From an optimization exercise on the open Yosys and OpenROAD flow, aimed at small area, a short achievable clock period and few clock cycles; shortcuts taken in it are not production practice.
Function was checked by simulation only, so behaviour that the tests miss may differ from the original.
Power figures rest on the tool's default switching activity, not on a simulated workload.

### run.sh
#!/bin/bash
# synth_recipe.tcl (not shown) runs the flow's synth.tcl, then flattens the netlist and writes it again
# the make line also repeats each setting of config.mk as NAME=value (left out here)
make -C /OpenROAD-flow-scripts/flow DESIGN_CONFIG=/design/flow/config.mk WORK_HOME=/design/flow/orfs CLKGATE_MAP_FILE= SYNTH_SCRIPT=/design/flow/synth_recipe.tcl finish
### config.mk
export PLATFORM = sky130hd
export DESIGN_NAME = matrix_reg_unit
export DESIGN_NICKNAME = matrix_reg_unit
export VERILOG_FILES = /design/flow/design.v
export SDC_FILE = /design/flow/constraint.sdc
export NUM_CORES = 4
export LEC_CHECK = 0
export CAP_MARGIN = 20
export CORE_MARGIN = 2
export CORE_UTILIZATION = 30
export CTS_BUF_LIST = sky130_fd_sc_hd__clkbuf_16
export CTS_CLUSTER_DIAMETER = 80
export CTS_CLUSTER_SIZE = 24
export SETUP_SLACK_MARGIN = 2.0
export SLEW_MARGIN = 20
### constraint.sdc
create_clock -name core_clock -period 4.0 [get_ports {clk}]
set_input_delay 0.8000 -clock core_clock [delete_from_list [all_inputs] [get_ports {clk}]]
set_output_delay 0.8000 -clock core_clock [all_outputs]
set_load 0.01 [all_outputs]
### design.v
package matrix_pkg;
  localparam logic [2:0] OP_INIT        = 3'd0;
  localparam logic [2:0] OP_WRITE       = 3'd1;
  localparam logic [2:0] OP_SHIFT_UP    = 3'd2;
  localparam logic [2:0] OP_SHIFT_DOWN  = 3'd3;
  localparam logic [2:0] OP_SHIFT_LEFT  = 3'd4;
  localparam logic [2:0] OP_SHIFT_RIGHT = 3'd5;
  localparam logic [2:0] OP_TRANSPOSE   = 3'd6;
  localparam logic [2:0] OP_READ        = 3'd7;
endpackage
module matrix_reg_unit
(
  input  logic                    clk,
  input  logic                    rstnn,
  input  logic                    i_cmd_valid,
  input  logic [2:0]              i_cmd_op,
  input  logic [1:0]              i_cmd_row,
  input  logic [1:0]              i_cmd_col,
  input  logic [15:0]             i_cmd_data,
  output logic                    o_cmd_credit,
  input  logic                    i_row_credit,
  output logic                    o_row_valid,
  output logic [1:0]              o_row_index,
  output logic [63:0]             o_row_data
);
  localparam logic [2:0] OP_INIT        = 3'd0;
  localparam logic [2:0] OP_WRITE       = 3'd1;
  localparam logic [2:0] OP_SHIFT_UP    = 3'd2;
  localparam logic [2:0] OP_SHIFT_DOWN  = 3'd3;
  localparam logic [2:0] OP_SHIFT_LEFT  = 3'd4;
  localparam logic [2:0] OP_SHIFT_RIGHT = 3'd5;
  localparam logic [2:0] OP_TRANSPOSE   = 3'd6;
  localparam logic [2:0] OP_READ        = 3'd7;
  function automatic logic [3:0] rotl(input logic [3:0] v);
    rotl = {v[2:0], v[3]};
  endfunction
  function automatic logic [3:0] rotr(input logic [3:0] v);
    rotr = {v[0], v[3:1]};
  endfunction
  function automatic logic [19:0] sel_oh(input logic [9:0] v);
    for (int j = 0; j < 5; j++)
      sel_oh[j*4 +: 4] = 4'b0001 << v[j*2 +: 2];
  endfunction
  function automatic logic [1:0] oh2bin(input logic [3:0] v);
    oh2bin = {v[3] | v[2], v[3] | v[1]};
  endfunction
  function automatic logic [3:0] blocked(input logic active, input logic credit,
                                         input logic credit2, input logic [3:0] left,
                                         input logic [3:0] cur);
    if (!(active && credit))
      blocked = left;
    else if (credit2)
      blocked = left & ~cur & ~rotl(cur);
    else
      blocked = left & ~cur;
  endfunction
  logic [22:0] q_mem [0:2];
  logic [2:0]  q_wr;        
  logic [2:0]  q_rd;        
  logic [1:0]  q_cnt;
  logic        h_valid;
  logic        h_up;        
  logic        h_dn;        
  logic        h_lf;        
  logic        h_rt;        
  logic        h_write;
  logic        h_read;
  logic        h_ri;        
  logic        h_tr;        
  logic [3:0]  h_row;       
  logic [3:0]  h_col;       
  logic [3:0]  h_line;      
  logic [15:0] h_data;
  logic        m_t;
  logic [1:0]  m_a;
  logic [1:0]  m_b;
  logic        rd_active;   
  logic        rd_last;     
  logic        r_t;         
  logic        same_t;      
  logic [3:0]  r_left;      
  logic [3:0]  r_cur;       
  logic [2:0]  rc_cnt;      
  logic        has_credit;
  logic        has_credit2;  
  logic [3:0]  blk;         
  logic        busy;        
  logic [21:0] sel;
  logic [9:0]  s0;
  logic        wb_we;
  logic        wb_r0;       
  logic [3:0]  wb_bank;     
  logic [3:0]  wb_ent;      
  logic [15:0] wb_data;
  logic exec;
  logic cap_cont;
  logic cap_new_ok;
  logic cap;
  logic wb_hazard;
  assign exec = h_valid && !(h_write && |(h_line & blk)) && !(h_ri && busy);
  assign cap_cont = rd_active && has_credit;
  assign wb_hazard  = wb_we && wb_r0;
  assign cap_new_ok = !rd_active && has_credit && !wb_hazard;
  assign cap        = cap_cont || (exec && h_read && cap_new_ok);
  logic       u_t;
  logic [1:0] u_a;
  logic [1:0] u_b;
  always_comb
  begin
    u_t = m_t;
    u_a = m_a;
    u_b = m_b;
    if (h_up) if (m_t) u_b = m_b + 2'd1; else u_a = m_a + 2'd1;
    if (h_dn) if (m_t) u_b = m_b - 2'd1; else u_a = m_a - 2'd1;
    if (h_lf) if (m_t) u_a = m_a + 2'd1; else u_b = m_b + 2'd1;
    if (h_rt) if (m_t) u_a = m_a - 2'd1; else u_b = m_b - 2'd1;
    if (h_tr) u_t = !m_t;
  end
  logic [9:0] s0_u;
  logic [1:0] s0_d;
  assign s0_d = (h_up ^ m_t) ? 2'd1 : 2'd3;
  always_comb
  begin
    s0_u[9:8] = s0[9:8] + ((h_up || h_lf) ? 2'd1 : (h_dn || h_rt) ? 2'd3 : 2'd0);
    for (int j = 0; j < 4; j++)
      if (h_tr)
        s0_u[j*2 +: 2] = m_t ? (s0[9:8] + s0[1:0]) : (2'(j) - s0[9:8] + s0[1:0]);
      else if (h_up || h_dn)
        s0_u[j*2 +: 2] = s0[j*2 +: 2] + s0_d;
      else
        s0_u[j*2 +: 2] = s0[j*2 +: 2];
  end
  logic [9:0] s1;
  always_comb
  begin
    for (int j = 0; j < 4; j++)
      s1[j*2 +: 2] = m_t ? s0[j*2 +: 2] - 2'd1 : s0[j*2 +: 2] + 2'd1;
    s1[9:8] = s0[9:8] + 2'd1;
  end
  logic        q_ne;
  logic [22:0] q_head;
  logic [2:0]  n_op;
  logic [3:0]  n_row;
  logic [3:0]  n_col;
  assign q_ne   = (q_cnt != 2'd0);
  assign q_head = ({23{q_rd[0]}} & q_mem[0]) | ({23{q_rd[1]}} & q_mem[1])
                | ({23{q_rd[2]}} & q_mem[2]);
  assign n_op   = q_head[22:20];
  assign n_row  = 4'b0001 << q_head[19:18];
  assign n_col  = 4'b0001 << q_head[17:16];
  always_ff @(posedge clk)
  begin
    for (int i = 0; i < 3; i++)
      if (i_cmd_valid && q_wr[i])
        q_mem[i] <= {i_cmd_op, i_cmd_row, i_cmd_col, i_cmd_data};
  end
  logic h_load;
  assign h_load = exec ? q_ne : (q_ne && !h_valid);
  always_ff @(posedge clk or negedge rstnn)
  begin
    if (!rstnn)
    begin
      q_wr         <= 3'b001;
      q_rd         <= 3'b001;
      q_cnt        <= '0;
      o_cmd_credit <= 1'b0;
    end
    else
    begin
      if (i_cmd_valid)
        q_wr <= {q_wr[1:0], q_wr[2]};
      if (h_load)
        q_rd <= {q_rd[1:0], q_rd[2]};
      q_cnt        <= q_cnt + {1'b0, i_cmd_valid} - {1'b0, h_load};
      o_cmd_credit <= exec;
    end
  end
  logic [3:0] left_c;       
  logic [3:0] cur_c;
  logic       act_c;
  logic       last_c;
  logic       sh_dn;
  logic       sh_up;
  assign left_c = cap_cont ? (r_left & ~r_cur) : r_left;
  assign cur_c  = cap_cont ? rotl(r_cur) : r_cur;
  assign act_c  = cap_cont ? !rd_last : rd_active;
  assign last_c = cap_cont ? (sel[21:20] == 2'd2) : rd_last;
  assign sh_dn  = same_t ? h_up : h_lf;
  assign sh_up  = same_t ? h_dn : h_rt;
  logic       act_x, last_x, st_x;
  logic [3:0] left_x, cur_x;
  always_comb
  begin
    if (h_read)
    begin
      act_x  = 1'b1;
      last_x = 1'b0;
      st_x   = 1'b1;
      left_x = cap_new_ok ? 4'b1110 : 4'b1111;
      cur_x  = cap_new_ok ? 4'b0010 : 4'b0001;
    end
    else
    begin
      act_x  = act_c;
      last_x = last_c;
      st_x   = same_t ^ h_tr;
      left_x = sh_dn ? rotr(left_c) : sh_up ? rotl(left_c) : left_c;
      cur_x  = sh_dn ? rotr(cur_c)  : sh_up ? rotl(cur_c)  : cur_c;
    end
  end
  logic [2:0] rc_sum;
  logic [2:0] rc_x, rc_n;
  logic       hc_x, hc_n, hc2_x, hc2_n;
  logic       cap_x;
  logic       s_gt0, s_gt1, s_gt2;
  assign cap_x  = cap_cont || (h_read && cap_new_ok);
  assign rc_sum = rc_cnt + {2'b0, i_row_credit};
  assign rc_n   = rc_sum - {2'b0, cap_cont};
  assign rc_x   = rc_sum - {2'b0, cap_x};
  assign s_gt0  = has_credit || i_row_credit;
  assign s_gt1  = has_credit2 || (has_credit && i_row_credit);
  assign s_gt2  = (rc_cnt > 3'd2) || (has_credit2 && i_row_credit);
  assign hc_n   = cap_cont ? s_gt1 : s_gt0;
  assign hc2_n  = cap_cont ? s_gt2 : s_gt1;
  assign hc_x   = cap_x ? s_gt1 : s_gt0;
  assign hc2_x  = cap_x ? s_gt2 : s_gt1;
  logic [3:0] blk_x, blk_n;
  logic       busy_x, busy_n;
  assign blk_x  = blocked(act_x, hc_x, hc2_x, left_x, cur_x);
  assign blk_n  = blocked(act_c, hc_n, hc2_n, left_c, cur_c);
  assign busy_x = act_x && !(hc_x && last_x);
  assign busy_n = act_c && !(hc_n && last_c);
  logic [21:0] sel_inc;
  logic [21:0] sel_go;      
  logic [21:0] sel_x;
  logic [21:0] sel_n;
  logic        going;       
  always_comb
  begin
    for (int j = 0; j < 4; j++)
      sel_inc[j*4 +: 4] = r_t ? rotr(sel[j*4 +: 4]) : rotl(sel[j*4 +: 4]);
    sel_inc[19:16] = rotl(sel[19:16]);
    sel_inc[21:20] = sel[21:20] + 2'd1;
  end
  assign going  = act_c;
  assign sel_go = cap_cont ? sel_inc : sel;
  assign sel_x  = h_read ? (cap_new_ok ? {2'd1, sel_oh(s1)} : {2'd0, sel_oh(s0)})
                : going  ? sel_go
                :          {2'd0, sel_oh(s0_u)};
  assign sel_n  = going  ? sel_go : {2'd0, sel_oh(s0)};
  always_ff @(posedge clk or negedge rstnn)
  begin
    if (!rstnn)
    begin
      m_t         <= 1'b0;
      m_a         <= '0;
      m_b         <= '0;
      rd_active   <= 1'b0;
      r_left      <= '0;
      rc_cnt      <= '0;
      has_credit  <= 1'b0;
      has_credit2 <= 1'b0;
      s0          <= '0;
    end
    else
    begin
      if (exec)
      begin
        m_t         <= u_t;
        m_a         <= u_a;
        m_b         <= u_b;
        s0          <= s0_u;
        rd_active   <= act_x;
        r_left      <= left_x;
        rc_cnt      <= rc_x;
        has_credit  <= hc_x;
        has_credit2 <= hc2_x;
      end
      else
      begin
        rd_active   <= act_c;
        r_left      <= left_c;
        rc_cnt      <= rc_n;
        has_credit  <= hc_n;
        has_credit2 <= hc2_n;
      end
    end
  end
  always_ff @(posedge clk)
  begin
    if (exec)
    begin
      rd_last <= last_x;
      same_t  <= st_x;
      r_cur   <= cur_x;
      blk     <= blk_x;
      busy    <= busy_x;
      sel     <= sel_x;
      if (h_read)
        r_t <= m_t;
    end
    else
    begin
      rd_last <= last_c;
      r_cur   <= cur_c;
      blk     <= blk_n;
      busy    <= busy_n;
      sel     <= sel_n;
    end
  end
  always_ff @(posedge clk or negedge rstnn)
  begin
    if (!rstnn)
      h_valid <= 1'b0;
    else if (exec || !h_valid)
      h_valid <= q_ne;
  end
  always_ff @(posedge clk)
  begin
    if (exec || !h_valid)
    begin
      h_up    <= (n_op == OP_SHIFT_UP);
      h_dn    <= (n_op == OP_SHIFT_DOWN);
      h_lf    <= (n_op == OP_SHIFT_LEFT);
      h_rt    <= (n_op == OP_SHIFT_RIGHT);
      h_write <= (n_op == OP_WRITE);
      h_read  <= (n_op == OP_READ);
      h_ri    <= (n_op == OP_READ) || (n_op == OP_INIT);
      h_tr    <= (n_op == OP_TRANSPOSE);
      h_row   <= n_row;
      h_col   <= n_col;
      h_line  <= (exec ? st_x : same_t) ? n_row : n_col;
      h_data  <= q_head[15:0];
    end
  end
  logic [1:0] h_r;
  logic [1:0] h_c;
  assign h_r = oh2bin(h_row);
  assign h_c = oh2bin(h_col);
  always_ff @(posedge clk or negedge rstnn)
  begin
    if (!rstnn)
      wb_we <= 1'b0;
    else
      wb_we <= exec && h_write;
  end
  always_ff @(posedge clk)
  begin
    wb_r0   <= h_row[0];
    wb_bank <= 4'b0001 << (h_r + h_c + m_a + m_b);
    wb_ent  <= 4'b0001 << ((m_t ? h_c : h_r) + m_a);
    wb_data <= h_data;
  end
  logic [15:0] mem   [0:3][0:3];    
  logic [3:0]  valid [0:3];         
  logic        fill;
  always_ff @(posedge clk)
  begin
    for (int j = 0; j < 4; j++)
      for (int i = 0; i < 4; i++)
        if (wb_we && wb_bank[j] && wb_ent[i])
          mem[j][i] <= wb_data;
  end
  always_ff @(posedge clk or negedge rstnn)
  begin
    if (!rstnn)
    begin
      for (int j = 0; j < 4; j++)
        valid[j] <= '0;
      fill <= 1'b0;
    end
    else if (exec && h_ri && !h_read)
    begin
      for (int j = 0; j < 4; j++)
        valid[j] <= '0;
      fill <= 1'b1;
    end
    else if (wb_we)
    begin
      for (int j = 0; j < 4; j++)
        for (int i = 0; i < 4; i++)
          if (wb_bank[j] && wb_ent[i])
            valid[j][i] <= 1'b1;
    end
  end
  logic [15:0] bank_out [0:3];
  always_comb
  begin
    for (int j = 0; j < 4; j++)
    begin
      logic [3:0] hit;
      hit = sel[j*4 +: 4] & valid[j];
      bank_out[j] = {15'b0, fill && !(|hit)};
      for (int i = 0; i < 4; i++)
        bank_out[j] = bank_out[j] | ({16{hit[i]}} & mem[j][i]);
    end
  end
  logic [63:0] row_nxt;
  always_comb
  begin
    for (int c = 0; c < 4; c++)
    begin
      row_nxt[c*16 +: 16] = '0;
      for (int j = 0; j < 4; j++)
        row_nxt[c*16 +: 16] = row_nxt[c*16 +: 16]
                            | ({16{sel[16 + ((j - c + 4) % 4)]}} & bank_out[j]);
    end
  end
  always_ff @(posedge clk or negedge rstnn)
  begin
    if (!rstnn)
      o_row_valid <= 1'b0;
    else
      o_row_valid <= cap;
  end
  always_ff @(posedge clk)
  begin
    o_row_index <= sel[21:20];
    o_row_data  <= row_nxt;
  end
endmodule
==> results_dict.tcl, run 1 <==
set metrics [dict create \
    worstPathMaxFanout 4 \
    top_level_ports 95 \
    clock-skew-final_ns 0.0255 \
    area_delta_synth_final_pct 16.1 \
    via_per_inst 5.40 \
    regToRegEndpoint "sel[2]$_DFF_P_" \
    clock_tree.root_cell "sky130_fd_sc_hd__clkbuf_16" \
    crit_path_max_incr_delay_ns 0.49 \
    floorplan.initialDensity_pct 30.3 \
    drt_drc_violations_left 0 \
    fp-row-count 99 \
    path_clk_slew_ns 0.10 \
    classification_of_the_worst_slack_hold_path "input port to asynchronous set/reset pin" \
    synth_top_cells_by_area "sky130_fd_sc_hd__edfxtp_1 49%, sky130_fd_sc_hd__dfxtp_1 11%, sky130_fd_sc_hd__a22oi_1 8.3%" \
    synth_top_flop_cell "sky130_fd_sc_hd__edfxtp_1" \
    globalRoute.totalOverflow 0 \
    synth.top_cell.area_share_pct 49.0 \
    number_of_antenna_violations_at_the_first_check_in_global_routing 2 \
    arrival_ns 2.52 \
    maxSlewViolCount 0 \
    post-route-min-period_ns 2.03 \
    post-route-worst-setup-slack_ns 1.97 \
    total_half_perimeter_wirelength_after_legalization_and_detailed_placement_um 36000 \
    critical-path-top-delay-family "simple AND/OR/NAND/NOR gates" \
    worst-slew-pin-transition_ns 1.17 \
    groute.usage.overall_pct 14.6 \
    post_synth_num_cell_types 79 \
    tritoncts "yes" \
    routed_vias 15036 \
    pre_cts_ws_ns 1.20 \
    synthesis.nets 1771 \
    grt_max_degree 67 \
    fillerInstances 6973 \
    placedInstanceArea_um2 23900 \
    syn_avg_cell_area_um2 12.8 \
    setup_repair_after_global_routing_missed_its_margin "yes" \
    synthDominantAreaCellType "sky130_fd_sc_hd__edfxtp_1" \
    timing.setup.critical_path_class "flip-flop to flip-flop" \
    cts-buffers-inserted 30 \
    firstDrtPassIters 7 \
    antenna_left 0 \
    design.final.nets 1845 \
    worstSetupStartpoint "h_dn$_DFFE_PP_" \
    synth-edff-count 361 \
    die_w_um 276 \
    grt_pass1_vias 14105 \
    post-route-cell-area_um2 25700 \
    numPortBuffers 94 \
    globalplace.congestion 0.804 \
    synth_sequential_area_ratio_pct 66.3 \
    fp.dieH_um 276 \
    cts.htree.levels 1 \
    path_cells "buf_4, nor2b_2, mux2_2, or3_4, a311oi_2, o31ai_1" \
    cts-root-to-sink-buffers 3 \
    p_leak_nw 9.39 \
    synth_async_sr_flop_share_pct 10.0 \
    worst_path_max_delay_cell "sky130_fd_sc_hd__edfxtp_1" \
    clock.fmax_ghz 0.492 \
    run_status "complete, no violations" \
    slew_headroom_pct 22.3 \
    path_buf_inv 1 \
    grt_first_pass_wirelength_um 86000 \
    die_area_um2 76000 \
    max_cap_viol_count 0 \
    power.ir.vdd_worst_mv 0.483 \
    clk_latency_ns 0.62 \
    drt_first_iter_violations 1802 \
    synthesized_instance_count 1730 \
    worst-r2r-setup-slack_ns 1.97 \
    detail_route.wirelength_um 58400 \
    fin_tns_setup_ns 0 \
    crit_path_end_kind "flip-flop" \
    insertedDiodeCount 0 \
    ff2ff_path_depth 6 \
    power_density_normalized_to_cell_area_nw_per_um2 799 \
    final_core_utilization_pct 35.2 \
    coreArea_um2 73000 \
    routed_wire_length_per_instance_um 20.9 \
    ys_ff_latch 539 \
    required_ns 4.49 \
    final_min_period_over_clock_period_pct 50.8 \
    layout-drive-gt1-share_pct 18.6 \
    timing_hold_violations_final 0 \
    clock_sink_count 539 \
    netlist_area_pre_place_um2 22100 \
    timing.critical_path.from_type "flip-flop" \
    setup_viol 0 \
    yosys_warnings 5 \
    reg2reg_from "h_dn$_DFFE_PP_" \
]
-- worst register-to-register path, stage by stage, from the launching register on --
cell and delay (ns):
sky130_fd_sc_hd__edfxtp_1 0.49, sky130_fd_sc_hd__buf_4 0.19, sky130_fd_sc_hd__nor2b_2 0.19, sky130_fd_sc_hd__mux2_2 0.32, sky130_fd_sc_hd__or3_4 0.37, sky130_fd_sc_hd__a311oi_2 0.26
sky130_fd_sc_hd__o31ai_1 0.09
-- layer usage --
metal  wire length, um  global-route usage (%)  up-vias
li1                  -                       -     6832
met1             25200                    20.1     7493
met2             28000                    24.2      614
met3              3940                    2.12       97
met4              1290                    3.37        0
met5                 0                       0        -
-- final cells by class --
| class | instances | area, um2 | area share (%) |
|---|---|---|---|
| tap | 959 | 1200 | 4.67 |
| clock inverter | 24 | 190 | 0.740 |
| clock buffer | 31 | 776 | 3.02 |
| inverter | 43 | 171 | 0.667 |
| multi-input combinational | 1017 | 7230 | 28.1 |
| sequential | 539 | 14700 | 57.3 |
| timing repair buffer | 173 | 1420 | 5.52 |
-- cell families (layout without fill, tap and decap cells) --
kind of cell	after synthesis	count (layout)	synth area share [%]
multiplexers	43	43	2.16
buffers and inverters	174	271	3.25
AND/OR/NAND/NOR	424	424	9.05
adder cells (fa/ha/maj)	14	14	0.825
AO/OA/AOI/OAI	501	501	16.9
XOR/XNOR	35	35	1.47
flip-flops	539	539	66.3
-- repair_timing --
| action | in CTS | in global routing |
|---|---|---|
| cloned | 0 | 3 |
| pin swaps | 8 | 36 |
| setup buffers | 32 | 19 |
| hold buffers | 0 | 0 |
| endpoints found under the setup margin | 297 | 99 |
| resized for setup | 260 | 128 |
-- Yosys cell counts, types with 13 or more instances --
master / instances
sky130_fd_sc_hd__edfxtp_1: 361
sky130_fd_sc_hd__a22oi_1: 246
sky130_fd_sc_hd__nand2_1: 181
sky130_fd_sc_hd__dfxtp_1: 124
sky130_fd_sc_hd__clkbuf_1: 94
sky130_fd_sc_hd__nor2_1: 69
sky130_fd_sc_hd__dfrtp_1: 52
sky130_fd_sc_hd__a21oi_1: 43
sky130_fd_sc_hd__o21ai_0: 41
sky130_fd_sc_hd__inv_1: 39
sky130_fd_sc_hd__nand3_1: 31
sky130_fd_sc_hd__a222oi_1: 28
sky130_fd_sc_hd__and2_1: 27
sky130_fd_sc_hd__xnor2_1: 26
sky130_fd_sc_hd__nor3_1: 25
sky130_fd_sc_hd__and3_1: 24
sky130_fd_sc_hd__mux2i_1: 22
sky130_fd_sc_hd__buf_2: 21
sky130_fd_sc_hd__mux2_2: 17
sky130_fd_sc_hd__a31oi_1: 15
sky130_fd_sc_hd__ha_1: 13
-- flip-flops by register name (all words and copies together), names as in the netlist, 4 cells and up --
register / cells
h_data: 16
o_row_data: 64
wb_data: 16
wb_ent: 4
q_mem: 69
r_cur: 4
mem: 256
valid: 16
blk: 4
s0: 10
wb_bank: 4
sel: 22
h_line: 4
r_left: 4
h_row: 4
-- cell usage in the layout, fill, tap and decap left out, drive strengths merged, types with 9 or more instances in the layout --
cell | Yosys | layout
nor3b | 9 | 9
dfrtp | 52 | 52
o21ai | 42 | 42
mux2 | 19 | 19
nor2 | 69 | 69
nand4 | 9 | 9
a2bb2oi | 9 | 9
nor2b | 12 | 12
a22oi | 246 | 246
and3 | 24 | 24
a31oi | 15 | 15
edfxtp | 361 | 361
a21oi | 43 | 43
ha | 13 | 13
mux2i | 23 | 23
clkdlybuf4s50 | 0 | 24
buf | 35 | 99
clkbuf | 96 | 66
o211ai | 11 | 11
and2 | 27 | 27
a222oi | 28 | 28
a211oi | 11 | 11
nor3 | 25 | 25
dfxtp | 124 | 124
clkdlybuf4s15 | 0 | 14
a311oi | 11 | 11
nand3 | 31 | 31
nor4 | 12 | 12
xnor2 | 27 | 27
inv | 40 | 59
nand2 | 181 | 181
-- where the power goes --
| part | leakage, nW | internal (mW) | switching, mW |
|---|---|---|---|
| Clock | 0.522 | 1.47 | 1.89 |
| Sequential | 4.97 | 7.53 | 1.18 |
| Combinational | 3.90 | 3.46 | 4.99 |
-- stage by stage --
| step | hold WS [ns] | power, mW | std cells |
|---|---|---|---|
| floorplan | 0.323 | 13.6 | 1730 |
| global placement | 0.326 | 15.9 | 2676 |
| detailed placement | 0.329 | 16.1 | 2676 |
| CTS | 0.346 | 19.9 | 2763 |
| global route | 0.0460 | 21.7 | 2786 |
| finish | 0.0639 | 20.5 | 2786 |
-- worst max path at each step --
stage | end | slack [ns] | cells past startpoint
finish | sel[2]$_DFF_P_ | 1.97 | 6
global route | sel[18]$_DFF_P_ | 1.89 | 9
CTS | sel[3]$_DFF_P_ | 1.95 | 6
detailed placement | blk[2]$_DFF_P_ | 1.20 | 6
global placement | blk[1]$_DFF_P_ | 1.35 | 6
floorplan | blk[1]$_DFF_P_ | 2.00 | 6
Testbench counts, summed over its fixed seeds: cycles 4,600.
==> run 2: changes to the inputs <==
--- a/config.mk
+++ b/config.mk
@@ -11,5 +11,5 @@
 export CTS_BUF_LIST = sky130_fd_sc_hd__clkbuf_16
 export CTS_CLUSTER_DIAMETER = 80
 export CTS_CLUSTER_SIZE = 24
-export SETUP_SLACK_MARGIN = 2.0
+export SETUP_SLACK_MARGIN = 2.2
 export SLEW_MARGIN = 20
==> run 2 against run 1 <==
  * Sequential cell count unchanged
  * Cell area increased by 4.7%
  * Sequential share of layout area decreased by 2.3 points
  * Routed wire length grew 3.0%
  * Die area is the same
  * Worst hold slack better by 0.26 ns
  * Utilization rose by 1.7 points
  * Non-clock buffer count up 42
  * Via count grew 1.7%
  * Clock power is 5% higher
  * Sequential power grew 3.2%
  * Critical path depth grew 1
  * Highest routed layer unchanged
==> results_dict.tcl, run 2 <==
set metrics [dict create \
    run_status "complete, no violations" \
    sequential_share_of_power_pct 40.6 \
    total_half_perimeter_wirelength_after_legalization_and_detailed_placement_um 36600 \
    die_area_um2 76000 \
    number_of_antenna_violations_at_the_first_check_in_global_routing 0 \
    maxSlewViolCount 0 \
    grt_first_pass_wirelength_um 89500 \
    clk_latency_ns 0.62 \
    yosys_warnings 5 \
    cts-buffers-inserted 31 \
    synth_top_cells_by_area "sky130_fd_sc_hd__edfxtp_1 49%, sky130_fd_sc_hd__dfxtp_1 11%, sky130_fd_sc_hd__a22oi_1 8.3%" \
    top_level_ports 95 \
    numPortBuffers 94 \
    netlist_area_pre_place_um2 22100 \
    synthesized_instance_count 1730 \
    setup_viol 0 \
    worst-slew-pin-transition_ns 0.975 \
    floorplan.initialDensity_pct 30.3 \
    clock_sink_count 539 \
    fillerInstances 6884 \
    timing_hold_violations_final 0 \
    coreArea_um2 73000 \
    final_min_period_over_clock_period_pct 49.8 \
    drt_first_iter_violations 1705 \
    syn_avg_cell_area_um2 12.8 \
    worst_path_max_delay_cell "sky130_fd_sc_hd__edfxtp_1" \
    max_cap_viol_count 0 \
    groute.usage.overall_pct 15.3 \
    fp.dieH_um 276 \
    synthesis.nets 1771 \
    synthDominantAreaCellType "sky130_fd_sc_hd__edfxtp_1" \
    detail_route.wirelength_um 60100 \
    p_leak_nw 9.87 \
    most_flop_heavy_register "mem" \
    globalplace.congestion 0.826 \
    fin_tns_setup_ns 0 \
    worstSetupStartpoint "h_dn$_DFFE_PP_" \
    power_density_normalized_to_cell_area_nw_per_um2 825 \
    die_w_um 276 \
    yosys-top-cells-count "361 x sky130_fd_sc_hd__edfxtp_1, 246 x sky130_fd_sc_hd__a22oi_1, 181 x sky130_fd_sc_hd__nand2_1" \
    tritoncts "yes" \
    crit_path_max_incr_delay_ns 0.45 \
    cts-root-to-sink-buffers 3 \
    fp-row-count 99 \
    slew_headroom_pct 35.0 \
    cts.htree.levels 1 \
    largest_register_ffs 256 \
    synth-edff-count 361 \
    antenna_left 0 \
    power_switching_mw 8.72 \
    via_per_inst 5.40 \
    critPathMostFrequentCell "sky130_fd_sc_hd__buf_6" \
    final_common_cell "sky130_fd_sc_hd__edfxtp_1" \
    synth_sequential_area_ratio_pct 66.3 \
    ys_ff_latch 539 \
    p_clk_share_pct 15.8 \
    clock_tree.root_cell "sky130_fd_sc_hd__clkbuf_16" \
    path_cells "buf_6, buf_6, nor2b_4, mux2_4, or3_4, a311oi_2, o31ai_1" \
    routed_wire_length_per_instance_um 21.2 \
    largest_registers "mem (256), q_mem (69), o_row_data (64)" \
    reg2reg_from "h_dn$_DFFE_PP_" \
    grt_pass1_vias 14553 \
    design_power_total_mw 22.2 \
    classification_of_the_worst_slack_hold_path "input port to asynchronous set/reset pin" \
    layout.cells.most_common_list "361 x sky130_fd_sc_hd__edfxtp_1, 244 x sky130_fd_sc_hd__a22oi_1, 169 x sky130_fd_sc_hd__nand2_1" \
    worstPathMaxFanout 6 \
    synth_top_flop_cell "sky130_fd_sc_hd__edfxtp_1" \
    crit_path_end_kind "flip-flop" \
    drt_drc_violations_left 0 \
    multi_input_logic_area_um2 7720 \
    setup_repair_after_global_routing_missed_its_margin "yes" \
    intPower_mw 13.5 \
    cts_hold_buffers_added 0 \
    firstDrtPassIters 6 \
    arrival_ns 2.48 \
    combinational_share_of_power_pct 43.6 \
    swShare_pct 39.3 \
    clock.fmax_ghz 0.502 \
    timing.setup.critical_path_class "flip-flop to flip-flop" \
    timing.critical_path.from_type "flip-flop" \
    area_delta_synth_final_pct 21.5 \
    globalRoute.totalOverflow 0 \
    post_synth_num_cell_types 79 \
    routed_vias 15296 \
    seq_area_um2 14800 \
    layout-drive-gt1-share_pct 26.8 \
    design.final.nets 1891 \
    synth_async_sr_flop_share_pct 10.0 \
    power.ir.vdd_worst_mv 0.412 \
    post-route-min-period_ns 1.99 \
    path_clk_slew_ns 0.09 \
    insertedDiodeCount 0 \
    yosys.cell_count.top_type "sky130_fd_sc_hd__edfxtp_1" \
    grt_max_degree 67 \
    required_ns 4.49 \
    clock-skew-final_ns 0.0257 \
    synth.top_cell.area_share_pct 49.0 \
]
run 2: cell counts after synthesis:
No cell type changed its count.
run 2: cell type report:
class	instances	area share [%]
Clock buffer	32	2.98
Inverter	43	0.651
Multi-Input combinational cell	1020	28.7
Clock inverter	26	0.856
Tap cell	959	4.46
Timing Repair Buffer	215	7.40
Sequential cell	539	55.0
run 2: cell families (layout without fill, tap and decap cells):
| logic type | Yosys count | in the layout | synth area share, % |
|---|---|---|---|
| adders and majority gates | 14 | 14 | 0.825 |
| DFF | 539 | 539 | 66.3 |
| buffers and inverters | 174 | 316 | 3.25 |
| and+or+nand+nor | 424 | 427 | 9.05 |
| AOI/OAI and AO/OA | 501 | 501 | 16.9 |
| xor gates and xnor gates | 35 | 35 | 1.47 |
| muxes | 43 | 43 | 2.16 |
run 2: path summary, 6_finish.rpt:
check                                 endpoint  slack [ns]  depth (start not counted)
max                             sel[3]$_DFF_P_        2.01                          7
min                        q_wr[2]$_DFFE_PN0P_        0.32                          1
max reg2reg                     sel[3]$_DFF_P_        2.01                          7
min reg2reg                 wb_data[4]$_DFF_P_        0.34                          0
max in group asynchronous  rd_active$_DFF_PN0_        2.77                          2
min in group core_clock     wb_data[4]$_DFF_P_        0.34                          0
run 2: worst max-delay path: cells and delay by family (launching register included):
kind            cells  cell delay [ns]
simple gates        2             0.50
flops               1             0.45
compound gates      2             0.37
buf+inv             2             0.28
mux                 1             0.28
run 2: stage by stage:
stage	worst slack (ns)	hold WS, ns	util, %	area, um2	std cells
2_1_floorplan	2.10	0.323	-	22400	1730
3_3_place_gp	1.41	0.325	33.0	24100	2678
3_5_place_dp	1.34	0.327	33.0	24100	2678
4_1_cts	2.00	0.333	36.0	26200	2816
5_1_grt	1.94	0.348	36.9	26900	2834
6_report	2.01	0.322	36.9	26900	2834
run 2: timing repair:
action | in CTS | in global routing
pin swaps | 46 | 39
resized for setup | 510 | 122
cloned | 3 | 2
setup endpoints to repair | 459 | 199
buffers inserted | 77 | 16
run 2: power groups by stage:
stage                     combinational [mW]  sequential [mW]  clock (mW)
after global routing                    10.4             9.15        3.81
after global placement                  7.09             9.06           0
after CTS                               8.76             8.89        3.60
after detailed placement                7.21             9.16           0
final                                   9.68             9.00        3.52
after floorplan                         5.45             8.35           0
run 2: routing by layer:
metal	share of wire, %	vias up	track usage [%]
li1	-	6936	-
met1	43	7684	21.4
met2	47	575	25.0
met3	6.8	101	2.21
met4	2.5	0	3.78
met5	0	-	0
==> run 3: changes to the inputs <==
--- a/config.mk
+++ b/config.mk
@@ -9,7 +9,7 @@
 export CORE_MARGIN = 2
 export CORE_UTILIZATION = 30
 export CTS_BUF_LIST = sky130_fd_sc_hd__clkbuf_16
-export CTS_CLUSTER_DIAMETER = 80
-export CTS_CLUSTER_SIZE = 24
-export SETUP_SLACK_MARGIN = 2.2
+export CTS_CLUSTER_DIAMETER = 60
+export CTS_CLUSTER_SIZE = 18
+export SETUP_SLACK_MARGIN = 2.0
 export SLEW_MARGIN = 20
==> run 3 against run 2 <==
  * Die area stayed put
  * Sequential share of layout area is 1.0 points higher
  * Register-to-register slack worse by 0.07 ns
  * Synthesized cell count stayed put
  * Clock power is 16% higher
  * Still clean
  * Sequential cell count stayed put
  * Highest routed layer unchanged
==> results_dict.tcl, run 3 <==
set metrics [dict create \
    via_per_inst 5.41 \
    timing_hold_violations_final 0 \
    setup_viol 0 \
    synthesis.nets 1771 \
    yosys.cell_count.top_type "sky130_fd_sc_hd__edfxtp_1" \
    yosys-top-cells-count "361 x sky130_fd_sc_hd__edfxtp_1, 246 x sky130_fd_sc_hd__a22oi_1, 181 x sky130_fd_sc_hd__nand2_1" \
    firstDrtPassIters 6 \
    yosys_warnings 5 \
    synth.top_cell.area_share_pct 49.0 \
    maxSlewViolCount 0 \
    layout-drive-gt1-share_pct 16.6 \
    cts-buffers-inserted 41 \
    power.ir.vdd_worst_mv 0.428 \
    post_synth_num_cell_types 79 \
    p_clk_share_pct 19.1 \
    combinational_share_of_power_pct 40.2 \
    fp-row-count 99 \
    path_clk_slew_ns 0.07 \
    coreArea_um2 73000 \
    clk_latency_ns 0.58 \
    final_common_cell "sky130_fd_sc_hd__edfxtp_1" \
    routed_vias 15194 \
    setup_repair_after_global_routing_missed_its_margin "yes" \
    synth_top_flop_cell "sky130_fd_sc_hd__edfxtp_1" \
    arrival_ns 2.38 \
    regToRegEndpoint "h_line[1]$_DFFE_PP_" \
    area_delta_synth_final_pct 18.6 \
    run_status "complete, no violations" \
    cts-root-to-sink-buffers 3 \
    timing.setup.critical_path_class "flip-flop to flip-flop" \
    power_density_normalized_to_cell_area_nw_per_um2 815 \
    timing.critical_path.from_type "flip-flop" \
    max_cap_viol_count 0 \
    synth_top_cells_by_area "sky130_fd_sc_hd__edfxtp_1 49%, sky130_fd_sc_hd__dfxtp_1 11%, sky130_fd_sc_hd__a22oi_1 8.3%" \
    p_leak_nw 9.66 \
    antenna_left 0 \
    intPower_mw 13.2 \
    groute.usage.overall_pct 14.9 \
    grt_max_degree 67 \
    ys_ff_latch 539 \
    clock_sink_count 539 \
    netlist_area_pre_place_um2 22100 \
    power_switching_mw 8.20 \
    globalplace.congestion 0.804 \
    detail_route.wirelength_um 58700 \
    die_area_um2 76000 \
    drt_first_iter_violations 1932 \
    drt_drc_violations_left 0 \
    worst-r2r-setup-slack_ns 1.94 \
    clock.fmax_ghz 0.486 \
    synth-edff-count 361 \
    tritoncts "yes" \
    layout.cells.most_common_list "361 x sky130_fd_sc_hd__edfxtp_1, 245 x sky130_fd_sc_hd__a22oi_1, 175 x sky130_fd_sc_hd__nand2_1" \
    most_flop_heavy_register "mem" \
    globalRoute.totalOverflow 0 \
    worstPathMaxFanout 5 \
    post-route-worst-setup-slack_ns 1.94 \
    pre_cts_ws_ns 1.20 \
    fp.dieH_um 276 \
    slew_headroom_pct 23.6 \
    cts.htree.levels 2 \
    swShare_pct 38.4 \
    syn_avg_cell_area_um2 12.8 \
    grt_pass1_vias 14419 \
    synthesized_instance_count 1730 \
    top_level_ports 95 \
    synth_sequential_area_ratio_pct 66.3 \
    classification_of_the_worst_slack_hold_path "input port to asynchronous set/reset pin" \
    crit_path_end_kind "flip-flop" \
    sequential_share_of_power_pct 40.7 \
    synthDominantAreaCellType "sky130_fd_sc_hd__edfxtp_1" \
    insertedDiodeCount 0 \
    post-route-min-period_ns 2.06 \
    routed_wire_length_per_instance_um 20.9 \
    clock-skew-final_ns 0.0298 \
    largest_register_ffs 256 \
    final_min_period_over_clock_period_pct 51.5 \
    grt_first_pass_wirelength_um 87500 \
    number_of_antenna_violations_at_the_first_check_in_global_routing 0 \
    total_half_perimeter_wirelength_after_legalization_and_detailed_placement_um 36000 \
    floorplan.initialDensity_pct 30.3 \
    required_ns 4.32 \
    reg2reg_from "h_line[1]$_DFFE_PP_" \
    worst-slew-pin-transition_ns 1.15 \
    die_w_um 276 \
    synth_async_sr_flop_share_pct 10.0 \
    numPortBuffers 94 \
    ff2ff_path_depth 7 \
    fin_tns_setup_ns 0 \
    clock_tree.root_cell "sky130_fd_sc_hd__clkbuf_16" \
    design.final.nets 1861 \
    largest_registers "mem (256), q_mem (69), o_row_data (64)" \
]
-- run 3: cell counts after synthesis --
No cell type changed its count.
-- run 3: critical path, cell delays in order, from the launching register on --
cell                       delay, ns
sky130_fd_sc_hd__edfxtp_1       0.37
sky130_fd_sc_hd__a22o_1         0.24
sky130_fd_sc_hd__o21ai_2        0.21
sky130_fd_sc_hd__buf_4          0.14
sky130_fd_sc_hd__buf_6          0.08
sky130_fd_sc_hd__nand4_1        0.13
sky130_fd_sc_hd__a21oi_4        0.30
sky130_fd_sc_hd__mux2_4         0.34
-- run 3: layout make-up --
cell class                 instances  area, um2
clock buffer                      43       1080
tap                              959       1200
fill                            6913      46700
inverter                          43        173
multi-input combinational       1018       7230
clock inverter                    32        231
timing repair buffer             177       1640
sequential                       539      14700
-- run 3: kinds of logic after synthesis --
| group | synth area share, % |
|---|---|
| DFF | 66.3 |
| muxes | 2.16 |
| adders and majority gates | 0.825 |
| xor gates and xnor gates | 1.47 |
| and+or+nand+nor | 9.05 |
| AOI/OAI and AO/OA | 16.9 |
| buffers and inverters | 3.25 |
-- run 3: how the worst max path moves through the flow --
stage | slack [ns] | start | cells after the start | end
4_1_cts | 1.94 | h_line[0]$_DFFE_PP_ | 7 | h_line[1]$_DFFE_PP_
2_1_floorplan | 2.00 | i_row_credit | 6 | blk[1]$_DFF_P_
3_5_place_dp | 1.20 | i_row_credit | 6 | blk[2]$_DFF_P_
6_report | 1.94 | h_line[1]$_DFFE_PP_ | 7 | h_line[1]$_DFFE_PP_
3_3_place_gp | 1.35 | i_row_credit | 6 | blk[1]$_DFF_P_
5_1_grt | 1.88 | h_line[1]$_DFFE_PP_ | 7 | h_line[2]$_DFFE_PP_
-- run 3: metrics by stage --
| stage | total power, mW | util, % | instances | hold WS (ns) | area (um2) |
|---|---|---|---|---|---|
| after floorplan | 13.6 | - | 1730 | 0.323 | 22200 |
| after global placement | 15.9 | 32.8 | 2676 | 0.326 | 23900 |
| after detailed placement | 16.1 | 32.8 | 2676 | 0.329 | 23900 |
| after CTS | 20.7 | 35.3 | 2785 | 0.342 | 25700 |
| after global routing | 22.6 | 36.0 | 2811 | 0.0988 | 26300 |
| final | 21.4 | 36.0 | 2811 | 0.105 | 26300 |
-- run 3: repair_timing --
item	in CTS	in global routing
setup buffers	32	23
pin swaps	11	33
setup endpoints to repair	290	92
gates cloned	2	2
hold buffers	0	0
gates resized for setup	188	120
-- run 3: metal layers --
layer | vias to the layer above | track usage [%] | routed length (um)
li1 | 6890 | - | -
met3 | 81 | 2.72 | 4150
met1 | 7587 | 20.3 | 25400
met4 | 0 | 4.11 | 1260
met5 | - | 0 | 0
met2 | 636 | 24.4 | 27900
-- run 3: power by group through the flow --
stage,combinational [mW],clock (mW),sequential (mW)
floorplan,5.23,0,8.33
global placement,7.06,0,8.85
detailed placement,7.18,0,8.94
CTS,7.83,4.17,8.68
global route,9.33,4.38,8.87
finish,8.60,4.08,8.71
==> run 4: changes to the inputs <==
--- a/design.v
+++ b/design.v
@@ -256,10 +256,17 @@
       m_a         <= '0;
       m_b         <= '0;
       rd_active   <= 1'b0;
+      rd_last     <= 1'b0;
+      r_t         <= 1'b0;
+      same_t      <= 1'b1;
       r_left      <= '0;
+      r_cur       <= '0;
       rc_cnt      <= '0;
       has_credit  <= 1'b0;
       has_credit2 <= 1'b0;
+      blk         <= '0;
+      busy        <= 1'b0;
+      sel         <= {2'd0, 20'h11111};
       s0          <= '0;
     end
     else
@@ -271,43 +278,34 @@
         m_b         <= u_b;
         s0          <= s0_u;
         rd_active   <= act_x;
+        rd_last     <= last_x;
+        same_t      <= st_x;
         r_left      <= left_x;
+        r_cur       <= cur_x;
         rc_cnt      <= rc_x;
         has_credit  <= hc_x;
         has_credit2 <= hc2_x;
+        blk         <= blk_x;
+        busy        <= busy_x;
+        sel         <= sel_x;
+        if (h_read)
+          r_t <= m_t;
       end
       else
       begin
         rd_active   <= act_c;
+        rd_last     <= last_c;
         r_left      <= left_c;
+        r_cur       <= cur_c;
         rc_cnt      <= rc_n;
         has_credit  <= hc_n;
         has_credit2 <= hc2_n;
+        blk         <= blk_n;
+        busy        <= busy_n;
+        sel         <= sel_n;
       end
     end
   end
-  always_ff @(posedge clk)
-  begin
-    if (exec)
-    begin
-      rd_last <= last_x;
-      same_t  <= st_x;
-      r_cur   <= cur_x;
-      blk     <= blk_x;
-      busy    <= busy_x;
-      sel     <= sel_x;
-      if (h_read)
-        r_t <= m_t;
-    end
-    else
-    begin
-      rd_last <= last_c;
-      r_cur   <= cur_c;
-      blk     <= blk_n;
-      busy    <= busy_n;
-      sel     <= sel_n;
-    end
-  end
   always_ff @(posedge clk or negedge rstnn)
   begin
     if (!rstnn)
--- a/config.mk
+++ b/config.mk
@@ -9,7 +9,7 @@
 export CORE_MARGIN = 2
 export CORE_UTILIZATION = 30
 export CTS_BUF_LIST = sky130_fd_sc_hd__clkbuf_16
-export CTS_CLUSTER_DIAMETER = 60
-export CTS_CLUSTER_SIZE = 18
+export CTS_CLUSTER_DIAMETER = 100
+export CTS_CLUSTER_SIZE = 30
 export SETUP_SLACK_MARGIN = 2.0
 export SLEW_MARGIN = 20
==> run 4 against run 3 <==
  * Total power is 4.4% lower
  * Combinational power is 3.1% higher
  * Clock skew is 0.0025 ns higher
  * Non-clock buffer count is 30 higher
  * Critical endpoint is now sel[2]$_DFF_PN0_
  * Synthesized cell count is 1.3% lower
  * Fmax is 0.67% lower
  * Synthesized area is 0.32% lower
  * Cell area is 1.6% lower
  * Still clean on timing, DRC and antenna
  * Global-route usage is 1.1 points lower
==> results_dict.tcl, run 4 <==
set metrics [dict create \
    cts_hold_buffers_added 0 \
    area_delta_synth_final_pct 17.0 \
    globalRoute.totalOverflow 0 \
    ys_ff_latch 539 \
    layout-drive-gt1-share_pct 16.8 \
    clk_latency_ns 0.58 \
    classification_of_the_worst_slack_hold_path "flip-flop to flip-flop" \
    slew_headroom_pct 34.6 \
    fillerInstances 6962 \
    clock_sink_count 539 \
    die_w_um 275 \
    die_area_um2 75700 \
    power_density_normalized_to_cell_area_nw_per_um2 792 \
    post_synth_num_cell_types 75 \
    fp-row-count 99 \
    number_of_antenna_violations_at_the_first_check_in_global_routing 1 \
    antenna_left 0 \
    arrival_ns 2.53 \
    power.ir.vdd_worst_mv 0.430 \
    final_common_cell "sky130_fd_sc_hd__edfxtp_1" \
    grt_pass1_vias 13721 \
    synth.top_cell.area_share_pct 49.0 \
    post-route-cell-area_um2 25800 \
    firstDrtPassIters 8 \
    routed_vias 14617 \
    required_ns 4.46 \
    timing.setup.critical_path_class "flip-flop to flip-flop" \
    top_level_ports 95 \
    coreArea_um2 72800 \
    run_status "complete, no violations" \
    setup_repair_after_global_routing_missed_its_margin "yes" \
    final_min_period_over_clock_period_pct 51.8 \
    maxSlewViolCount 0 \
    total_half_perimeter_wirelength_after_legalization_and_detailed_placement_um 34500 \
    grt_first_pass_wirelength_um 82200 \
    placedInstanceArea_um2 23900 \
    yosys.cell_count.top_type "sky130_fd_sc_hd__edfxtp_1" \
    cts-buffers-inserted 22 \
    crit_path_end_kind "flip-flop" \
    setup_viol 0 \
    netlist_area_pre_place_um2 22100 \
    insertedDiodeCount 0 \
    most_flop_heavy_register "mem" \
    clock.fmax_ghz 0.482 \
    floorplan.initialDensity_pct 30.3 \
    clock-skew-final_ns 0.0323 \
    yosys-top-cells-count "360 x sky130_fd_sc_hd__edfxtp_1, 251 x sky130_fd_sc_hd__a22oi_1, 192 x sky130_fd_sc_hd__nand2_1" \
    timing.critical_path.from_type "flip-flop" \
    synth_top_cells_by_area "sky130_fd_sc_hd__edfxtp_1 49%, sky130_fd_sc_hd__dfrtp_1 9.1%, sky130_fd_sc_hd__a22oi_1 8.5%" \
    timing_hold_violations_final 0 \
    p_leak_nw 9.60 \
    fin_tns_setup_ns 0 \
    synth_async_sr_flop_share_pct 16.3 \
    synthDominantAreaCellType "sky130_fd_sc_hd__edfxtp_1" \
    cts-root-to-sink-buffers 3 \
    numPortBuffers 94 \
    design.final.nets 1853 \
    synth_top_flop_cell "sky130_fd_sc_hd__edfxtp_1" \
    worstPathMaxFanout 5 \
    path_clk_slew_ns 0.11 \
    worst-slew-pin-transition_ns 0.980 \
    synthesized_instance_count 1708 \
    detail_route.wirelength_um 54700 \
    yosys_warnings 5 \
    syn_avg_cell_area_um2 12.9 \
    globalplace.congestion 0.811 \
    layout.cells.most_common_list "360 x sky130_fd_sc_hd__edfxtp_1, 251 x sky130_fd_sc_hd__a22oi_1, 189 x sky130_fd_sc_hd__nand2_1" \
    synth-edff-count 360 \
    pre_cts_ws_ns 1.27 \
    grt_max_degree 70 \
    drt_first_iter_violations 1946 \
    synth_sequential_area_ratio_pct 67.3 \
    groute.usage.overall_pct 13.9 \
    cts.htree.levels 1 \
    largest_register_ffs 256 \
    post-route-worst-setup-slack_ns 1.93 \
    fp.dieH_um 275 \
    post-route-min-period_ns 2.07 \
    clock_tree.root_cell "sky130_fd_sc_hd__clkbuf_16" \
    tritoncts "yes" \
    routed_wire_length_per_instance_um 19.6 \
    via_per_inst 5.24 \
    max_cap_viol_count 0 \
    synthesis.nets 1749 \
    drt_drc_violations_left 0 \
    largest_registers "mem (256), q_mem (69), o_row_data (64)" \
]
[run 4: cell types whose count changed in the layout (fill, tap and decap cells not counted), sizes merged, moves of 8 or more]
| cell | before | now |
|---|---|---|
| a311oi | 11 | 1 |
| nor2 | 69 | 80 |
| mux2i | 23 | 32 |
| o21ai | 42 | 33 |
| clkbuf | 52 | 37 |
| dfxtp | 124 | 91 |
| nand3 | 31 | 22 |
| nand4 | 9 | 1 |
| o22ai | 5 | 17 |
| dlygate4sd2 | 18 | 10 |
| dfrtp | 52 | 80 |
| buf | 86 | 114 |
| nand2 | 181 | 194 |
| a2bb2oi | 9 | 1 |
[run 4: power by group]
group	total (mW)	switching, mW	internal [mW]
sequential	8.84	1.27	7.56
clock	2.73	1.65	1.08
combinational	8.87	5.05	3.83
total	20.4	7.97	12.5
[run 4: timing repair]
item / CTS / global route
gates cloned: 2 / 0
hold endpoints to repair: 0 / 0
setup endpoints to repair: 311 / 279
gates resized for setup: 187 / 136
pin swaps: 24 / 44
setup buffers: 48 / 36
[run 4: cell type report]
cell class	count	area (um2)	area share, %
Sequential cell	539	14900	57.6
Multi-Input combinational cell	988	7010	27.1
Timing Repair Buffer	207	1850	7.17
Tap cell	959	1200	4.65
Clock buffer	23	576	2.23
Inverter	54	218	0.843
Clock inverter	17	87.6	0.339
[run 4: logic make-up (layout without fill, tap and decap cells)]
family / count (synthesis) / after routing / share of synthesized area [%]
xor+xnor: 43 / 43 / 1.79
flops: 539 / 539 / 67.3
compound gates: 470 / 470 / 16.0
buf+inv: 181 / 301 / 3.27
simple gates: 412 / 412 / 8.47
fa+ha+maj: 14 / 14 / 0.828
mux: 49 / 49 / 2.39
[run 4: metrics by stage]
stage	total power, mW	cells	utilization [%]	hold WS (ns)
after floorplan	13.6	1708	-	0.323
after global placement	15.9	2661	32.8	0.326
after detailed placement	16.1	2661	32.8	0.327
after CTS	19.4	2751	34.6	0.334
after global routing	21.6	2787	35.5	0.332
final	20.4	2787	35.5	0.327
[run 4: per-layer routing]
| layer | track usage [%] | share of wire [%] |
|---|---|---|
| met4 | 2.72 | 1.9 |
| met1 | 19.0 | 43 |
| met2 | 22.7 | 47 |
| met5 | 0 | 0.024 |
| met3 | 2.89 | 7.7 |
[run 4: worst paths after layout]
| path | start | to | slack (ns) | cells after the start |
|---|---|---|---|---|
| min in group asynchronous | rstnn | wb_we$_DFF_PN0_ | 0.38 | 1 |
| max | h_up$_DFFE_PP_ | sel[2]$_DFF_PN0_ | 1.93 | 8 |
| max in group asynchronous | rstnn | r_left[1]$_DFF_PN0_ | 2.81 | 2 |
| min | h_row[0]$_DFFE_PP_ | wb_r0$_DFF_P_ | 0.33 | 0 |
| max reg2reg | h_up$_DFFE_PP_ | sel[2]$_DFF_PN0_ | 1.93 | 8 |
| min reg2reg | h_row[0]$_DFFE_PP_ | wb_r0$_DFF_P_ | 0.33 | 0 |
[run 4: worst max-delay path: stages, from the launching register on]
cell and delay (ns):
sky130_fd_sc_hd__edfxtp_1 0.47, sky130_fd_sc_hd__buf_6 0.16, sky130_fd_sc_hd__buf_6 0.12, sky130_fd_sc_hd__nor3b_2 0.14
sky130_fd_sc_hd__o21a_1 0.21, sky130_fd_sc_hd__a2111oi_4 0.48, sky130_fd_sc_hd__o211ai_1 0.17, sky130_fd_sc_hd__a21oi_1 0.17
sky130_fd_sc_hd__a31oi_1 0.05
Testbench counts of run 4, summed over its fixed seeds: cycles 4,600.
==> run 5: changes to the inputs <==
--- a/design.v
+++ b/design.v
@@ -37,10 +37,6 @@
   function automatic logic [3:0] rotr(input logic [3:0] v);
     rotr = {v[0], v[3:1]};
   endfunction
-  function automatic logic [19:0] sel_oh(input logic [9:0] v);
-    for (int j = 0; j < 5; j++)
-      sel_oh[j*4 +: 4] = 4'b0001 << v[j*2 +: 2];
-  endfunction
   function automatic logic [1:0] oh2bin(input logic [3:0] v);
     oh2bin = {v[3] | v[2], v[3] | v[1]};
   endfunction
@@ -85,7 +81,7 @@
   logic        has_credit2;  
   logic [3:0]  blk;         
   logic        busy;        
-  logic [21:0] sel;
+  logic [11:0] sel;
   logic [9:0]  s0;
   logic        wb_we;
   logic        wb_r0;       
@@ -155,6 +151,10 @@
         q_mem[i] <= {i_cmd_op, i_cmd_row, i_cmd_col, i_cmd_data};
   end
   logic h_load;
+  logic [1:0] q_cnt_inc;
+  logic [1:0] q_cnt_dec;
+  assign q_cnt_inc = q_cnt + {1'b0, i_cmd_valid};
+  assign q_cnt_dec = q_cnt + {1'b0, i_cmd_valid} - 2'd1;
   assign h_load = exec ? q_ne : (q_ne && !h_valid);
   always_ff @(posedge clk or negedge rstnn)
   begin
@@ -171,7 +171,7 @@
         q_wr <= {q_wr[1:0], q_wr[2]};
       if (h_load)
         q_rd <= {q_rd[1:0], q_rd[2]};
-      q_cnt        <= q_cnt + {1'b0, i_cmd_valid} - {1'b0, h_load};
+      q_cnt        <= (exec ? q_ne : (q_ne && !h_valid)) ? q_cnt_dec : q_cnt_inc;
       o_cmd_credit <= exec;
     end
   end
@@ -184,7 +184,7 @@
   assign left_c = cap_cont ? (r_left & ~r_cur) : r_left;
   assign cur_c  = cap_cont ? rotl(r_cur) : r_cur;
   assign act_c  = cap_cont ? !rd_last : rd_active;
-  assign last_c = cap_cont ? (sel[21:20] == 2'd2) : rd_last;
+  assign last_c = cap_cont ? (sel[11:10] == 2'd2) : rd_last;
   assign sh_dn  = same_t ? h_up : h_lf;
   assign sh_up  = same_t ? h_dn : h_rt;
   logic       act_x, last_x, st_x;
@@ -213,6 +213,7 @@
   logic       hc_x, hc_n, hc2_x, hc2_n;
   logic       cap_x;
   logic       s_gt0, s_gt1, s_gt2;
+  logic       hc_x0, hc_n0, hc2_x0, hc2_n0, hc_x1, hc_n1, hc2_x1, hc2_n1;
   assign cap_x  = cap_cont || (h_read && cap_new_ok);
   assign rc_sum = rc_cnt + {2'b0, i_row_credit};
   assign rc_n   = rc_sum - {2'b0, cap_cont};
@@ -224,30 +225,40 @@
   assign hc2_n  = cap_cont ? s_gt2 : s_gt1;
   assign hc_x   = cap_x ? s_gt1 : s_gt0;
   assign hc2_x  = cap_x ? s_gt2 : s_gt1;
+  assign hc_n0  = cap_cont ? has_credit2 : has_credit;
+  assign hc2_n0 = cap_cont ? (rc_cnt > 3'd2) : has_credit2;
+  assign hc_x0  = cap_x ? has_credit2 : has_credit;
+  assign hc2_x0 = cap_x ? (rc_cnt > 3'd2) : has_credit2;
+  assign hc_n1  = cap_cont ? has_credit : 1'b1;
+  assign hc2_n1 = cap_cont ? has_credit2 : has_credit;
+  assign hc_x1  = cap_x ? has_credit : 1'b1;
+  assign hc2_x1 = cap_x ? has_credit2 : has_credit;
   logic [3:0] blk_x, blk_n;
   logic       busy_x, busy_n;
-  assign blk_x  = blocked(act_x, hc_x, hc2_x, left_x, cur_x);
-  assign blk_n  = blocked(act_c, hc_n, hc2_n, left_c, cur_c);
-  assign busy_x = act_x && !(hc_x && last_x);
-  assign busy_n = act_c && !(hc_n && last_c);
-  logic [21:0] sel_inc;
-  logic [21:0] sel_go;      
-  logic [21:0] sel_x;
-  logic [21:0] sel_n;
+  assign blk_x  = i_row_credit ? blocked(act_x, hc_x1, hc2_x1, left_x, cur_x)
+                                : blocked(act_x, hc_x0, hc2_x0, left_x, cur_x);
+  assign blk_n  = i_row_credit ? blocked(act_c, hc_n1, hc2_n1, left_c, cur_c)
+                                : blocked(act_c, hc_n0, hc2_n0, left_c, cur_c);
+  assign busy_x = i_row_credit ? (act_x && !(hc_x1 && last_x)) : (act_x && !(hc_x0 && last_x));
+  assign busy_n = i_row_credit ? (act_c && !(hc_n1 && last_c)) : (act_c && !(hc_n0 && last_c));
+  logic [11:0] sel_inc;
+  logic [11:0] sel_go;      
+  logic [11:0] sel_x;
+  logic [11:0] sel_n;
   logic        going;       
   always_comb
   begin
     for (int j = 0; j < 4; j++)
-      sel_inc[j*4 +: 4] = r_t ? rotr(sel[j*4 +: 4]) : rotl(sel[j*4 +: 4]);
-    sel_inc[19:16] = rotl(sel[19:16]);
-    sel_inc[21:20] = sel[21:20] + 2'd1;
+      sel_inc[j*2 +: 2] = r_t ? sel[j*2 +: 2] - 2'd1 : sel[j*2 +: 2] + 2'd1;
+    sel_inc[9:8]   = sel[9:8] + 2'd1;
+    sel_inc[11:10] = sel[11:10] + 2'd1;
   end
   assign going  = act_c;
   assign sel_go = cap_cont ? sel_inc : sel;
-  assign sel_x  = h_read ? (cap_new_ok ? {2'd1, sel_oh(s1)} : {2'd0, sel_oh(s0)})
+  assign sel_x  = h_read ? (cap_new_ok ? {2'd1, s1} : {2'd0, s0})
                 : going  ? sel_go
-                :          {2'd0, sel_oh(s0_u)};
-  assign sel_n  = going  ? sel_go : {2'd0, sel_oh(s0)};
+                :          {2'd0, s0_u};
+  assign sel_n  = going  ? sel_go : {2'd0, s0};
   always_ff @(posedge clk or negedge rstnn)
   begin
     if (!rstnn)
@@ -266,7 +277,7 @@
       has_credit2 <= 1'b0;
       blk         <= '0;
       busy        <= 1'b0;
-      sel         <= {2'd0, 20'h11111};
+      sel         <= '0;
       s0          <= '0;
     end
     else
@@ -385,24 +396,13 @@
   always_comb
   begin
     for (int j = 0; j < 4; j++)
-    begin
-      logic [3:0] hit;
-      hit = sel[j*4 +: 4] & valid[j];
-      bank_out[j] = {15'b0, fill && !(|hit)};
-      for (int i = 0; i < 4; i++)
-        bank_out[j] = bank_out[j] | ({16{hit[i]}} & mem[j][i]);
-    end
+      bank_out[j] = valid[j][sel[j*2 +: 2]] ? mem[j][sel[j*2 +: 2]] : {15'b0, fill};
   end
   logic [63:0] row_nxt;
   always_comb
   begin
     for (int c = 0; c < 4; c++)
-    begin
-      row_nxt[c*16 +: 16] = '0;
-      for (int j = 0; j < 4; j++)
-        row_nxt[c*16 +: 16] = row_nxt[c*16 +: 16]
-                            | ({16{sel[16 + ((j - c + 4) % 4)]}} & bank_out[j]);
-    end
+      row_nxt[c*16 +: 16] = bank_out[2'(c) + sel[9:8]];
   end
   always_ff @(posedge clk or negedge rstnn)
   begin
@@ -413,7 +413,7 @@
   end
   always_ff @(posedge clk)
   begin
-    o_row_index <= sel[21:20];
+    o_row_index <= sel[11:10];
     o_row_data  <= row_nxt;
   end
 endmodule
==> run 5 against run 4 <==
  * First-iteration DRC count shrank 22%
  * Clock power grew 4%
  * Utilization grew 1.3 points
  * Register-to-register slack lost 0.08 ns
  * Routed wire length grew 0.26%
  * Sequential cell count shrank 10
  * Combinational power grew 21%
  * Sequential share of layout area shrank 2.2 points
  * Global-route usage grew 0.26 points
  * Sequential power shrank 3.1%
  * Critical endpoint is now blk[0]$_DFF_PN0_
  * Largest cell class unchanged
==> results_dict.tcl, run 5 <==
set metrics [dict create \
    run_status "complete, no violations" \
    detailed_routing_wirelength_on_met1_um 22900 \
    timing_hold_violations_final 0 \
    numPortBuffers 94 \
    yosys_warnings 5 \
    yosys.cell_count.top_type "sky130_fd_sc_hd__edfxtp_1" \
    die_area_um2 74800 \
    layout.cells.most_common_list "360 x sky130_fd_sc_hd__edfxtp_1, 103 x sky130_fd_sc_hd__a222oi_1, 103 x sky130_fd_sc_hd__buf_4" \
    grt_max_degree 65 \
    path_cells "buf_4, a21boi_2, nor2_1, a221o_1, buf_4, o41ai_2, o22ai_1" \
    top_level_ports 95 \
    cts-root-to-sink-buffers 3 \
    worst_path_max_delay_cell "sky130_fd_sc_hd__dfrtp_2" \
    post_synth_num_cell_types 71 \
    clk_latency_ns 0.59 \
    swShare_pct 38.0 \
    final_core_utilization_pct 36.8 \
    synthesis.nets 1518 \
    grt_first_pass_wirelength_um 81300 \
    final_min_period_over_clock_period_pct 53.7 \
    clock-skew-final_ns 0.0228 \
    critPathMostFrequentCell "sky130_fd_sc_hd__buf_4" \
    synthesized_instance_count 1470 \
    globalplace.congestion 0.806 \
    fp.dieH_um 274 \
    slew_headroom_pct 24.0 \
    syn_avg_cell_area_um2 14.8 \
    fp-row-count 98 \
    most_flop_heavy_register "mem" \
    final_common_cell "sky130_fd_sc_hd__edfxtp_1" \
    synth.top_cell.area_share_pct 49.6 \
    intPower_mw 13.7 \
    number_of_antenna_violations_at_the_first_check_in_global_routing 0 \
    path_buf_inv 2 \
    required_ns 4.46 \
    worstPathMaxFanout 13 \
    crit_path_max_incr_delay_ns 0.52 \
    detailroute.wirelength.met3_um 3100 \
    worst-slew-pin-transition_ns 1.14 \
    synth-edff-count 360 \
    synth_top_flop_cell "sky130_fd_sc_hd__edfxtp_1" \
    coreArea_um2 71700 \
    synthDominantAreaCellType "sky130_fd_sc_hd__edfxtp_1" \
    fin_tns_setup_ns 0 \
    largest_register_ffs 256 \
    p_leak_nw 9.54 \
    critical-path-top-delay-family "compound AO/OA/AOI/OAI gates" \
    drt_drc_violations_left 0 \
    ys_ff_latch 529 \
    routed_vias 13314 \
    layout-drive-gt1-share_pct 27.4 \
    post-route-min-period_ns 2.15 \
    p_clk_share_pct 12.8 \
    floorplan.initialDensity_pct 30.4 \
    largest_registers "mem (256), q_mem (69), o_row_data (64)" \
    drt_first_iter_violations 1511 \
    synth_sequential_area_ratio_pct 66.9 \
    crit_path_end_kind "flip-flop" \
    firstDrtPassIters 8 \
    routed_wire_length_per_instance_um 21.0 \
    antenna_left 0 \
    power_density_normalized_to_cell_area_nw_per_um2 837 \
    clock_sink_count 529 \
    synth_async_sr_flop_share_pct 14.7 \
    sequential_share_of_power_pct 38.8 \
    placedInstanceArea_um2 23700 \
    fillerInstances 6711 \
    route.top_layer_used "met4" \
    maxSlewViolCount 0 \
    detailroute.wirelength.met2_um 27200 \
    timing.critical_path.from_type "flip-flop" \
    setup_repair_after_global_routing_missed_its_margin "yes" \
    groute.usage.overall_pct 14.1 \
    via_per_inst 5.10 \
    netlist_area_pre_place_um2 21800 \
    tritoncts "yes" \
    max_cap_viol_count 0 \
    classification_of_the_worst_slack_hold_path "input port to asynchronous set/reset pin" \
    post-route-cell-area_um2 26400 \
    clock_tree.root_cell "sky130_fd_sc_hd__clkbuf_16" \
    detail_route.wirelength_um 54900 \
    setup_viol 0 \
    path_clk_slew_ns 0.11 \
    combinational_share_of_power_pct 48.4 \
    design.final.nets 1693 \
    synth_top_cells_by_area "sky130_fd_sc_hd__edfxtp_1 50%, sky130_fd_sc_hd__dfrtp_1 8.6%, sky130_fd_sc_hd__dfxtp_1 8.4%" \
    cts-buffers-inserted 23 \
    power_switching_mw 8.40 \
    die_w_um 274 \
    timing.setup.critical_path_class "flip-flop to flip-flop" \
    cts.htree.levels 1 \
    clock.fmax_ghz 0.465 \
    insertedDiodeCount 0 \
    arrival_ns 2.61 \
    power.ir.vdd_worst_mv 0.345 \
    total_half_perimeter_wirelength_after_legalization_and_detailed_placement_um 34200 \
    globalRoute.totalOverflow 0 \
    yosys-top-cells-count "360 x sky130_fd_sc_hd__edfxtp_1, 103 x sky130_fd_sc_hd__a222oi_1, 103 x sky130_fd_sc_hd__nand2_1" \
    final.hold.worst_slack_ns 0.280 \
    grt_pass1_vias 13178 \
    area_delta_synth_final_pct 21.1 \
]
-- run 5: cell count changes after synthesis, sizes merged, moves of 44 or more --
cell    delta
nand2     -91
mux2i     +51
mux4      +49
a222oi    +71
nor2b     +44
a22oi    -251
-- run 5: routing by layer --
layer / up-vias / global-route usage, %
li1: 6004 / -
met4: 0 / 4.06
met3: 79 / 2.19
met5: - / 0
met1: 6782 / 18.4
met2: 449 / 24.3
-- run 5: final timing paths --
kind	cells after the start	from	end	slack [ns]
setup / recovery	7	rd_active$_DFF_PN0_	blk[0]$_DFF_PN0_	1.85
max in group asynchronous	2	rstnn	has_credit$_DFF_PN0_	2.90
hold reg to reg	0	h_data[0]$_DFFE_PP_	wb_data[0]$_DFF_P_	0.36
setup reg to reg	7	rd_active$_DFF_PN0_	blk[0]$_DFF_PN0_	1.85
min in group core_clock	0	h_data[0]$_DFFE_PP_	wb_data[0]$_DFF_P_	0.36
hold / removal	1	rstnn	r_cur[3]$_DFF_PN0_	0.28
-- run 5: area by class of cell --
type	count	area, um2	share of cell area, %
Timing Repair Buffer	244	2370	8.96
Multi-Input combinational cell	805	7340	27.8
Sequential cell	529	14600	55.4
Clock inverter	19	131	0.498
Clock buffer	23	576	2.18
Tap cell	950	1190	4.50
Timing Repair inverter	1	3.75	0.0142
Inverter	41	161	0.611
-- run 5: cell families after synthesis --
logic type | Yosys count | share of synthesized area, %
AOI/OAI and AO/OA | 246 | 9.13
and+or+nand+nor | 328 | 7.40
adders and majority gates | 21 | 1.24
muxes | 153 | 10.2
DFF | 529 | 66.9
xor gates and xnor gates | 57 | 2.29
buffers and inverters | 136 | 2.88
-- run 5: through the flow --
stage / setup slack [ns] / instances / power, mW
CTS: 1.79 / 2577 / 21.2
detailed placement: 1.36 / 2449 / 16.7
floorplan: 2.00 / 1470 / 14.0
finish: 1.85 / 2612 / 22.1
global route: 1.78 / 2612 / 23.4
global placement: 1.35 / 2449 / 16.6
-- run 5: worst reg2reg max path, cell delays in order (launching register included) --
cell,delay (ns)
sky130_fd_sc_hd__dfrtp_2,0.52
sky130_fd_sc_hd__buf_4,0.20
sky130_fd_sc_hd__a21boi_2,0.24
sky130_fd_sc_hd__nor2_1,0.14
sky130_fd_sc_hd__a221o_1,0.44
sky130_fd_sc_hd__buf_4,0.16
sky130_fd_sc_hd__o41ai_2,0.22
sky130_fd_sc_hd__o22ai_1,0.12
-- run 5: what timing repair did --
item                                    4_1_cts  5_1_grt
buffers inserted                             83       35
hold buffers                                  0        0
cloned                                        3        0
endpoints found under the setup margin      202      171
resized for setup                           299      138
pin swaps                                    59       74
-- run 5: power by group through the flow --
stage	Clock (mW)	Sequential (mW)	Combinational (mW)
2_1_floorplan	0	8.20	5.77
3_3_place_gp	0	8.67	7.91
3_5_place_dp	0	8.74	7.97
4_1_cts	2.91	8.59	9.73
5_1_grt	3.12	8.73	11.5
6_report	2.83	8.57	10.7
Testbench counts of run 5, summed over its fixed seeds: cycles 4,600.

## what the ideal ports hide
The flow's constraints put no driver on any port. The routed layouts listed below were extracted and timed again, unchanged, in two steps.
Step 1, drivers: a clkbuf_16 drives clk and a buf_2 each remaining input, both assumed.
Step 2 times the ports against the registers' clock, not the clock port: input delays grow and output delays shrink by t, the midpoint of the rising clock arrivals with the driver on.
Slacks: ideal / step 1 / step 2; pairs: ideal / step 1.
run | t (ns) | setup WS [ns]
run 1 | 0.664 | 1.969 / 1.969 / 1.503
run 2 | 0.661 | 2.010 / 1.996 / 1.644
run 3 | 0.617 | 1.941 / 1.941 / 1.530
run 4 | 0.617 | 1.927 / 1.927 / 1.724
run 5 | 0.637 | 1.851 / 1.851 / 1.761
After both steps every run listed still meets setup and hold.
